From an optimization exercise on the open Yosys and OpenROAD flow, aimed at a short achievable clock period and few clock cycles per item; shortcuts taken in it are not production practice. At most, simulation tests tie the RTL to the original design; equivalence was not proved. The clock input has no modelled driver; a real chip could not lean on it and would need a root buffer or a full tree. Power is estimated from default activity; no workload was simulated.

==> module cpl_buffer_writer, before the edit <==
module cpl_buffer_writer (
  input  wire         clk,
  input  wire         rst,
  input  wire         i_we,
  input  wire         i_first,
  input  wire         i_last,
  input  wire [31:0]  i_data,
  input  wire [7:0]   i_tag,
  input  wire [11:0]  i_byte_cnt,
  input  wire [9:0]   i_dw_cnt,
  input  wire [4:0]   i_lower_dw,
  input  wire [10:0]  i_buf_offset,
  output logic [43:0] o_buf,
  output logic [30:0] o_cplt
);
  logic [10:0] off_q;
  logic [5:0]  off_hi1;
  logic [4:0]  g, p, gk1, pk1, gk2, pk2, gk3;
  logic [5:0]  cy;
  logic [4:0]  lo;
  logic [10:0] start;
  always_comb begin
    g = off_q[4:0] & i_lower_dw;
    p = off_q[4:0] ^ i_lower_dw;
    for (int i = 0; i < 5; i++) begin
      gk1[i] = (i >= 1) ? g[i]   | (p[i]   & g[i - 1])   : g[i];
      pk1[i] = (i >= 1) ? p[i]   & p[i - 1]              : p[i];
    end
    for (int i = 0; i < 5; i++) begin
      gk2[i] = (i >= 2) ? gk1[i] | (pk1[i] & gk1[i - 2]) : gk1[i];
      pk2[i] = (i >= 2) ? pk1[i] & pk1[i - 2]            : pk1[i];
    end
    for (int i = 0; i < 5; i++) begin
      gk3[i] = (i >= 4) ? gk2[i] | (pk2[i] & gk2[i - 4]) : gk2[i];
    end
    cy = {gk3, 1'b0};
    lo = p ^ cy[4:0];
  end
  always_ff @(posedge clk) begin
    off_q   <= i_buf_offset;
    off_hi1 <= off_q[10:5] + 6'd1;
    start   <= {cy[5] ? off_hi1 : off_q[10:5], lo};
  end
  logic        we;
  logic [10:0] addr;
  logic [10:0] last_addr;    
  logic [10:0] next_addr;
  logic [10:0] ones;         
  logic [31:0] data;
  logic        cplt_stb;
  logic [7:0]  tag;
  logic [11:0] byte_cnt;
  logic [9:0]  dw_cnt;
  always_comb begin
    for (int i = 0; i < 11; i++) begin
      ones[i] = 1'b1;
      for (int j = 0; j < i; j++) ones[i] = ones[i] & last_addr[j];
    end
    next_addr = i_first ? start : (last_addr ^ ones);
  end
  always_ff @(posedge clk) begin
    if (rst) begin
      we       <= 1'b0;
      cplt_stb <= 1'b0;
    end else begin
      we       <= i_we;
      cplt_stb <= i_we && i_last;
    end
  end
  always_ff @(posedge clk) begin
    data     <= i_data;
    tag      <= i_tag;
    byte_cnt <= i_byte_cnt;
    dw_cnt   <= i_dw_cnt;
    addr     <= next_addr;
    if (i_we) last_addr <= next_addr;
  end
  assign o_buf  = {we, addr, data};
  assign o_cplt = {cplt_stb, tag, byte_cnt, dw_cnt};
endmodule
clock: 5.0 ns
lec_check: 0
cap_margin: 20
core_area: 5 5 225 225
cts_cluster_diameter: 60
cts_cluster_size: 30
die_area: 0 0 230 230
setup_slack_margin: 3.5
slew_margin: 20
standard.sh (not shown) runs the stock make flow with config.mk's settings and CLKGATE_MAP_FILE= SYNTH_SCRIPT=/design/flow/synth_recipe.tcl, a recipe that flattens the netlist after the stock synthesis.
==> flow/flow/run.sh <==
#!/bin/bash
# Standard layout, except that the clock tree built by the CTS step is replaced
# by a two-level balanced tree of clock inverters (flow/myct.tcl, run as the
# CTS step's post hook). Two inverter levels keep the clock's polarity.
set -euo pipefail
export MYCT_NL1=4
export MYCT_NLEAF=28
export MYCT_L1CELL=sky130_fd_sc_hd__clkinv_16
export MYCT_LEAFCELL=sky130_fd_sc_hd__clkinv_8
export POST_CTS_TCL="$PWD/flow/myct.tcl"
bash standard.sh finish > standard.log 2>&1
Other scripts of this flow, unchanged in this note and not shown: flow/flow/myct.tcl
Testbench counts at the start, summed over its fixed seeds: cycles 18,146, items 2,400.
==> next run, changes <==
--- a/flow/design.v
+++ b/flow/design.v
@@ -339,8 +339,5 @@
   logic [9:0]  dw_cnt;
   always_comb begin
-    for (int i = 0; i < 11; i++) begin
-      ones[i] = 1'b1;
-      for (int j = 0; j < i; j++) ones[i] = ones[i] & last_addr[j];
-    end
+    for (int i = 0; i < 11; i++) ones[i] = &(last_addr | ~11'((1 << i) - 1));
     next_addr = i_first ? start : (last_addr ^ ones);
   end
What happened: Wire length increases by 4.2%; clock skew stays flat; cell area decreases by 0.99%; global-route usage increases by 0.70 points; final cell count decreases by 0.90%.
The RTL of the second run of this note was laid out without a check of its function. In every run of this note, the design's own scripts or RTL, not TritonCTS, make the clock network.

The RTL this note starts from:
==> flow/design.v <==
`default_nettype none
package pcie_ingress_pkg;
  localparam int BUF_ADDR_W = 11;
  localparam logic [4:0] TYPE_MWR = 5'b00000;
  localparam logic [4:0] TYPE_CPL = 5'b01010;
  localparam logic [1:0] M_HDR   = 2'd0;
  localparam logic [1:0] M_MWR   = 2'd1;
  localparam logic [1:0] M_CPL   = 2'd2;
  localparam logic [1:0] M_DRAIN = 2'd3;
endpackage
`default_nettype wire
`default_nettype none
module ingress_fifo (
  input  wire         clk,
  input  wire         rst,
  input  wire         i_push,
  input  wire [32:0]  i_beat,
  output logic        o_valid,
  output logic [31:0] o_data,
  output logic        o_last,
  output logic        o_credit_return
);
  always_ff @(posedge clk) begin
    if (rst) begin
      o_valid         <= 1'b0;
      o_credit_return <= 1'b0;
    end else begin
      o_valid         <= i_push;
      o_credit_return <= i_push;
    end
  end
  always_ff @(posedge clk) begin
    o_data <= i_beat[32:1];
    o_last <= i_beat[0];
  end
endmodule
`default_nettype wire
`default_nettype none
module tlp_router (
  input  wire         clk,
  input  wire         rst,
  input  wire         i_valid,
  input  wire [31:0]  i_data,
  input  wire         i_last,
  output logic        o_ev,         
  output logic [31:0] o_data,       
  output logic [31:0] o_addr,       
  output logic        o_cpl_we,     
  output logic        o_cpl_first,
  output logic        o_cpl_last,
  output logic [7:0]  o_tag,
  output logic [11:0] o_byte_cnt,
  output logic [9:0]  o_dw_cnt,
  output logic [4:0]  o_lower_dw
);
  logic [1:0] mode;
  logic [1:0] hs;
  logic       first;
  logic       is4;
  logic       is_mwr;
  logic       is_cpld;
  logic       hdr_end;
  assign hdr_end = (hs == 2'd3) || (hs == 2'd2 && !is4);
  always_ff @(posedge clk) begin
    if (rst) begin
      mode        <= pcie_ingress_pkg::M_HDR;
      hs          <= 2'd0;
      first       <= 1'b0;
      o_ev        <= 1'b0;
      o_cpl_we    <= 1'b0;
      o_cpl_last  <= 1'b0;
    end else begin
      o_ev       <= i_valid && (mode == pcie_ingress_pkg::M_MWR) && first;
      o_cpl_we   <= i_valid && (mode == pcie_ingress_pkg::M_CPL);
      o_cpl_last <= i_valid && (mode == pcie_ingress_pkg::M_CPL) && i_last;
      if (i_valid) begin
        if (mode == pcie_ingress_pkg::M_HDR) begin
          if (i_last) begin
            hs <= 2'd0;
          end else if (hdr_end) begin
            hs    <= 2'd0;
            first <= 1'b1;
            mode  <= is_mwr  ? pcie_ingress_pkg::M_MWR :
                     is_cpld ? pcie_ingress_pkg::M_CPL : pcie_ingress_pkg::M_DRAIN;
          end else begin
            hs <= hs + 2'd1;
          end
        end else begin
          first <= 1'b0;
          if (i_last) mode <= pcie_ingress_pkg::M_HDR;
        end
      end
    end
  end
  always_ff @(posedge clk) begin
    o_data      <= i_data;
    o_cpl_first <= first;
    if (i_valid && mode == pcie_ingress_pkg::M_HDR) begin
      if (hs == 2'd0) begin
        is4      <= i_data[29];
        is_mwr   <= (i_data[28:24] == pcie_ingress_pkg::TYPE_MWR) && i_data[30];
        is_cpld  <= (i_data[28:24] == pcie_ingress_pkg::TYPE_CPL) && (i_data[30:29] == 2'b10);
        o_dw_cnt <= i_data[9:0];
      end
      if (hs == 2'd1) o_byte_cnt <= i_data[11:0];
      if (hs == 2'd2) begin
        o_tag      <= i_data[15:8];
        o_lower_dw <= i_data[6:2];
      end
      if (hs[1]) o_addr <= i_data;
    end
  end
endmodule
`default_nettype wire
`default_nettype none
module ctrl_reg_decoder (
  input  wire          clk,
  input  wire          rst,
  input  wire [31:0]   i_control_addr_base,
  input  wire          i_ev,
  input  wire [31:0]   i_data,
  input  wire [31:0]   i_addr,
  output logic [225:0] o_regs,
  output logic         o_reg_write_stb,
  output logic         o_update_buf_stb,
  output logic [38:0]  o_cmd
);
  logic [31:0] base_q;
  logic [29:0] nb;
  always_ff @(posedge clk) begin
    base_q <= i_control_addr_base;
    nb     <= ~base_q[31:2] + 30'(base_q[1:0] == 2'b00);
  end
  logic [29:0] a;
  logic [21:0] ux;
  logic [21:0] uo;
  logic [7:0]  s1;
  logic        c1;
  logic        t1;
  logic        x1;
  assign a  = i_addr[31:2];
  assign ux = a[29:8] ^ nb[29:8];
  assign uo = a[29:8] | nb[29:8];
  always_ff @(posedge clk) begin
    {c1, s1} <= {1'b0, a[7:0]} + {1'b0, nb[7:0]};
    t1       <= &(~(ux[21:1] ^ uo[20:0]));
    x1       <= ux[0];
  end
  logic       up_zero;
  logic       setup2;     
  logic       lowreg2;    
  logic       cmdwin2;    
  logic [3:0] s2;
  assign up_zero = t1 && (x1 == c1);
  always_ff @(posedge clk) begin
    setup2  <= up_zero && !s1[7];
    lowreg2 <= up_zero && (s1[7:3] == 5'd0);
    cmdwin2 <= up_zero && (s1[7:4] == 4'h8) && (s1[3:0] <= 4'd10);
    s2      <= s1[3:0];
  end
  logic        ev3;
  logic [31:0] data3;
  always_ff @(posedge clk) begin
    if (rst) ev3 <= 1'b0;
    else     ev3 <= i_ev;
    data3 <= i_data;
  end
  logic        rws4;
  logic        ubs4;
  logic        cmd4;
  logic [7:0]  en4;
  logic [1:0]  ubv4;
  logic [2:0]  kind4;
  logic [1:0]  sel4;
  logic        fifo4;
  logic [31:0] data4;
  logic [2:0]  dkind;
  logic [1:0]  dsel;
  logic        dfifo;
  always_comb begin
    dkind = 3'd5;
    dsel  = 2'd0;
    dfifo = 1'b0;
    if (cmdwin2) begin
      case (s2)
        4'd0:    begin dkind = 3'd0; dsel = 2'd0; dfifo = 1'b0; end
        4'd1:    begin dkind = 3'd1; dsel = 2'd1; dfifo = 1'b0; end
        4'd2:    begin dkind = 3'd1; dsel = 2'd1; dfifo = 1'b1; end
        4'd3:    begin dkind = 3'd2; dsel = 2'd1; dfifo = 1'b0; end
        4'd4:    begin dkind = 3'd2; dsel = 2'd1; dfifo = 1'b1; end
        4'd5:    begin dkind = 3'd1; dsel = 2'd2; dfifo = 1'b0; end
        4'd6:    begin dkind = 3'd2; dsel = 2'd2; dfifo = 1'b0; end
        4'd7:    begin dkind = 3'd1; dsel = 2'd3; dfifo = 1'b0; end
        4'd8:    begin dkind = 3'd2; dsel = 2'd3; dfifo = 1'b0; end
        4'd9:    begin dkind = 3'd3; dsel = 2'd0; dfifo = 1'b0; end
        4'd10:   begin dkind = 3'd4; dsel = 2'd0; dfifo = 1'b0; end
        default: ;
      endcase
    end
  end
  always_ff @(posedge clk) begin
    if (rst) begin
      rws4 <= 1'b0;
      ubs4 <= 1'b0;
      cmd4 <= 1'b0;
      en4  <= 8'd0;
    end else begin
      rws4 <= ev3 && setup2;
      cmd4 <= ev3 && !setup2;
      ubs4 <= ev3 && (!setup2 || (lowreg2 && s2[2:0] == 3'd1));
      for (int k = 0; k < 8; k++) en4[k] <= ev3 && lowreg2 && (s2[2:0] == 3'(k));
    end
    ubv4  <= setup2 ? data3[1:0] : 2'b00;
    kind4 <= dkind;
    sel4  <= dsel;
    fifo4 <= dfifo;
    data4 <= data3;
  end
  logic        cmd_stb;
  logic [2:0]  cmd_kind;
  logic [1:0]  cmd_sel;
  logic        cmd_fifo;
  logic [31:0] cmd_data;
  always_ff @(posedge clk) begin
    if (rst) begin
      o_regs           <= '0;
      o_reg_write_stb  <= 1'b0;
      o_update_buf_stb <= 1'b0;
      cmd_stb          <= 1'b0;
    end else begin
      o_reg_write_stb  <= rws4;
      o_update_buf_stb <= ubs4;
      cmd_stb          <= cmd4;
      if (en4[0]) o_regs[225:194] <= data4;
      if (en4[2]) o_regs[193:162] <= data4;
      if (en4[3]) o_regs[161:130] <= data4;
      if (en4[4]) o_regs[129:98]  <= data4;
      if (en4[5]) o_regs[97:66]   <= data4;
      if (en4[6]) o_regs[65:34]   <= data4;
      if (en4[7]) o_regs[33:2]    <= data4;
      if (ubs4)   o_regs[1:0]     <= ubv4;
    end
  end
  always_ff @(posedge clk) begin
    cmd_kind <= kind4;
    cmd_sel  <= sel4;
    cmd_fifo <= fifo4;
    cmd_data <= data4;
  end
  assign o_cmd = {cmd_stb, cmd_kind, cmd_sel, cmd_fifo, cmd_data};
endmodule
`default_nettype wire
`default_nettype none
module cpl_buffer_writer (
  input  wire         clk,
  input  wire         rst,
  input  wire         i_we,
  input  wire         i_first,
  input  wire         i_last,
  input  wire [31:0]  i_data,
  input  wire [7:0]   i_tag,
  input  wire [11:0]  i_byte_cnt,
  input  wire [9:0]   i_dw_cnt,
  input  wire [4:0]   i_lower_dw,
  input  wire [10:0]  i_buf_offset,
  output logic [43:0] o_buf,
  output logic [30:0] o_cplt
);
  logic [10:0] off_q;
  logic [10:0] start;
  logic        we;
  logic [10:0] addr;
  logic [31:0] data;
  logic        cplt_stb;
  logic [7:0]  tag;
  logic [11:0] byte_cnt;
  logic [9:0]  dw_cnt;
  always_ff @(posedge clk) begin
    off_q <= i_buf_offset;
    start <= off_q + 11'(i_lower_dw);
  end
  always_ff @(posedge clk) begin
    if (rst) begin
      we       <= 1'b0;
      cplt_stb <= 1'b0;
    end else begin
      we       <= i_we;
      cplt_stb <= i_we && i_last;
    end
  end
  always_ff @(posedge clk) begin
    data     <= i_data;
    tag      <= i_tag;
    byte_cnt <= i_byte_cnt;
    dw_cnt   <= i_dw_cnt;
    if (i_we) addr <= i_first ? start : addr + 11'd1;
  end
  assign o_buf  = {we, addr, data};
  assign o_cplt = {cplt_stb, tag, byte_cnt, dw_cnt};
endmodule
`default_nettype wire
`default_nettype none
module pcie_ingress_top (
  input  wire                                    clk,
  input  wire                                    rst,
  input  wire                                    i_beat_valid,
  input  wire [32:0]                             i_beat,
  input  wire [31:0]                             i_control_addr_base,
  input  wire [pcie_ingress_pkg::BUF_ADDR_W-1:0] i_buf_offset,
  output logic                                   o_credit_return,
  output logic [225:0]                           o_regs,
  output logic                                   o_reg_write_stb,
  output logic                                   o_update_buf_stb,
  output logic [38:0]                            o_cmd,
  output logic [43:0]                            o_buf,
  output logic [30:0]                            o_cplt
);
  logic        b_valid;
  logic [31:0] b_data;
  logic        b_last;
  logic        ev;
  logic [31:0] r_data;
  logic [31:0] r_addr;
  logic        cpl_we;
  logic        cpl_first;
  logic        cpl_last;
  logic [7:0]  tag;
  logic [11:0] byte_cnt;
  logic [9:0]  dw_cnt;
  logic [4:0]  lower_dw;
  ingress_fifo u_fifo (
    .clk             (clk),
    .rst             (rst),
    .i_push          (i_beat_valid),
    .i_beat          (i_beat),
    .o_valid         (b_valid),
    .o_data          (b_data),
    .o_last          (b_last),
    .o_credit_return (o_credit_return)
  );
  tlp_router u_router (
    .clk         (clk),
    .rst         (rst),
    .i_valid     (b_valid),
    .i_data      (b_data),
    .i_last      (b_last),
    .o_ev        (ev),
    .o_data      (r_data),
    .o_addr      (r_addr),
    .o_cpl_we    (cpl_we),
    .o_cpl_first (cpl_first),
    .o_cpl_last  (cpl_last),
    .o_tag       (tag),
    .o_byte_cnt  (byte_cnt),
    .o_dw_cnt    (dw_cnt),
    .o_lower_dw  (lower_dw)
  );
  ctrl_reg_decoder u_reg_dec (
    .clk                 (clk),
    .rst                 (rst),
    .i_control_addr_base (i_control_addr_base),
    .i_ev                (ev),
    .i_data              (r_data),
    .i_addr              (r_addr),
    .o_regs              (o_regs),
    .o_reg_write_stb     (o_reg_write_stb),
    .o_update_buf_stb    (o_update_buf_stb),
    .o_cmd               (o_cmd)
  );
  cpl_buffer_writer u_cpl_wr (
    .clk          (clk),
    .rst          (rst),
    .i_we         (cpl_we),
    .i_first      (cpl_first),
    .i_last       (cpl_last),
    .i_data       (r_data),
    .i_tag        (tag),
    .i_byte_cnt   (byte_cnt),
    .i_dw_cnt     (dw_cnt),
    .i_lower_dw   (lower_dw),
    .i_buf_offset (i_buf_offset),
    .o_buf        (o_buf),
    .o_cplt       (o_cplt)
  );
endmodule
`default_nettype wire
make LEC_CHECK=0 CAP_MARGIN=20 CORE_AREA='5 5 225 225' CTS_CLUSTER_DIAMETER=60 CTS_CLUSTER_SIZE=30 DIE_AREA='0 0 230 230' SETUP_SLACK_MARGIN=3.3 SLEW_MARGIN=20 finish   # period 5.0 ns
run.sh (not shown) runs the stock make flow with config.mk's settings and CLKGATE_MAP_FILE= SYNTH_SCRIPT=/design/flow/synth_recipe.tcl, a recipe that flattens the netlist after the stock synthesis.
Stock flow here: none of the scripts above is used.
Testbench counts at the start, summed over its fixed seeds: cycles 18,144, items 2,400.
Then changed:
--- a/flow/design.v
+++ b/flow/design.v
@@ -128,8 +128,10 @@
   logic [31:0] base_q;
   logic [29:0] nb;
+  logic        nb_cin;
   always_ff @(posedge clk) begin
     base_q <= i_control_addr_base;
-    nb     <= ~base_q[31:2] + 30'(base_q[1:0] == 2'b00);
   end
+  assign nb     = ~base_q[31:2];
+  assign nb_cin = (base_q[1:0] == 2'b00);
   logic [29:0] a;
   logic [21:0] ux;
@@ -143,5 +145,5 @@
   assign uo = a[29:8] | nb[29:8];
   always_ff @(posedge clk) begin
-    {c1, s1} <= {1'b0, a[7:0]} + {1'b0, nb[7:0]};
+    {c1, s1} <= {1'b0, a[7:0]} + {1'b0, nb[7:0]} + 9'(nb_cin);
     t1       <= &(~(ux[21:1] ^ uo[20:0]));
     x1       <= ux[0];
@@ -271,4 +273,5 @@
   logic        we;
   logic [10:0] addr;
+  logic [10:0] nxt;
   logic [31:0] data;
   logic        cplt_stb;
@@ -294,5 +297,6 @@
     byte_cnt <= i_byte_cnt;
     dw_cnt   <= i_dw_cnt;
-    if (i_we) addr <= i_first ? start : addr + 11'd1;
+    addr <= i_first ? start : nxt;
+    if (i_we) nxt <= (i_first ? start : nxt) + 11'd1;
   end
   assign o_buf  = {we, addr, data};
After rerunning:
- synthesized area falls by 4.6%
- wire length falls by 4.5%
- total power falls by 3.5%
- critical path depth stays the same
- design area falls by 4.6%
- global-route usage falls by 0.53 points
Testbench counts after the change, summed over its fixed seeds: cycles 18,144, items 2,400.

[afterwards: timing with drivers on the ports]
How much do the figures lean on ideal ports? The routed layouts below were timed once more, with nothing changed but the port constraints. Step 1 assumes that a clkbuf_16 drives the clock port and a buf_2 every other input. Step 2 moves the port delays by t, midway between the first and last clock arrival at a register: inputs arrive t later, outputs are due t later. That takes back most of the time a late clock gives input paths. a / b / c = ideal ports / drivers / drivers and shift; a / b = the first two.
| run | t (ns) | setup WS [ns] | worst data-port slew with drivers (ns) | cell pins on the clock port's net |
|---|---|---|---|---|
| the first run of note 1 | 0.462 | 2.605 / 2.604 / 2.604 | 0.36 | 4 |
| the second run of note 1 | 0.471 | 3.283 / 3.038 / 3.035 | 0.25 | 4 |
| the first run of note 2 | 0.620 | 2.834 / 2.780 / 2.727 | 0.10 | 1 |
| the second run of note 2 | 0.623 | 2.911 / 2.857 / 2.766 | 0.08 | 1 |
After both steps setup and hold are still met in every run listed. The setup slack of the second run of note 1, which loses most, moves by -0.245 ns with the drivers and by -0.248 ns with both steps.
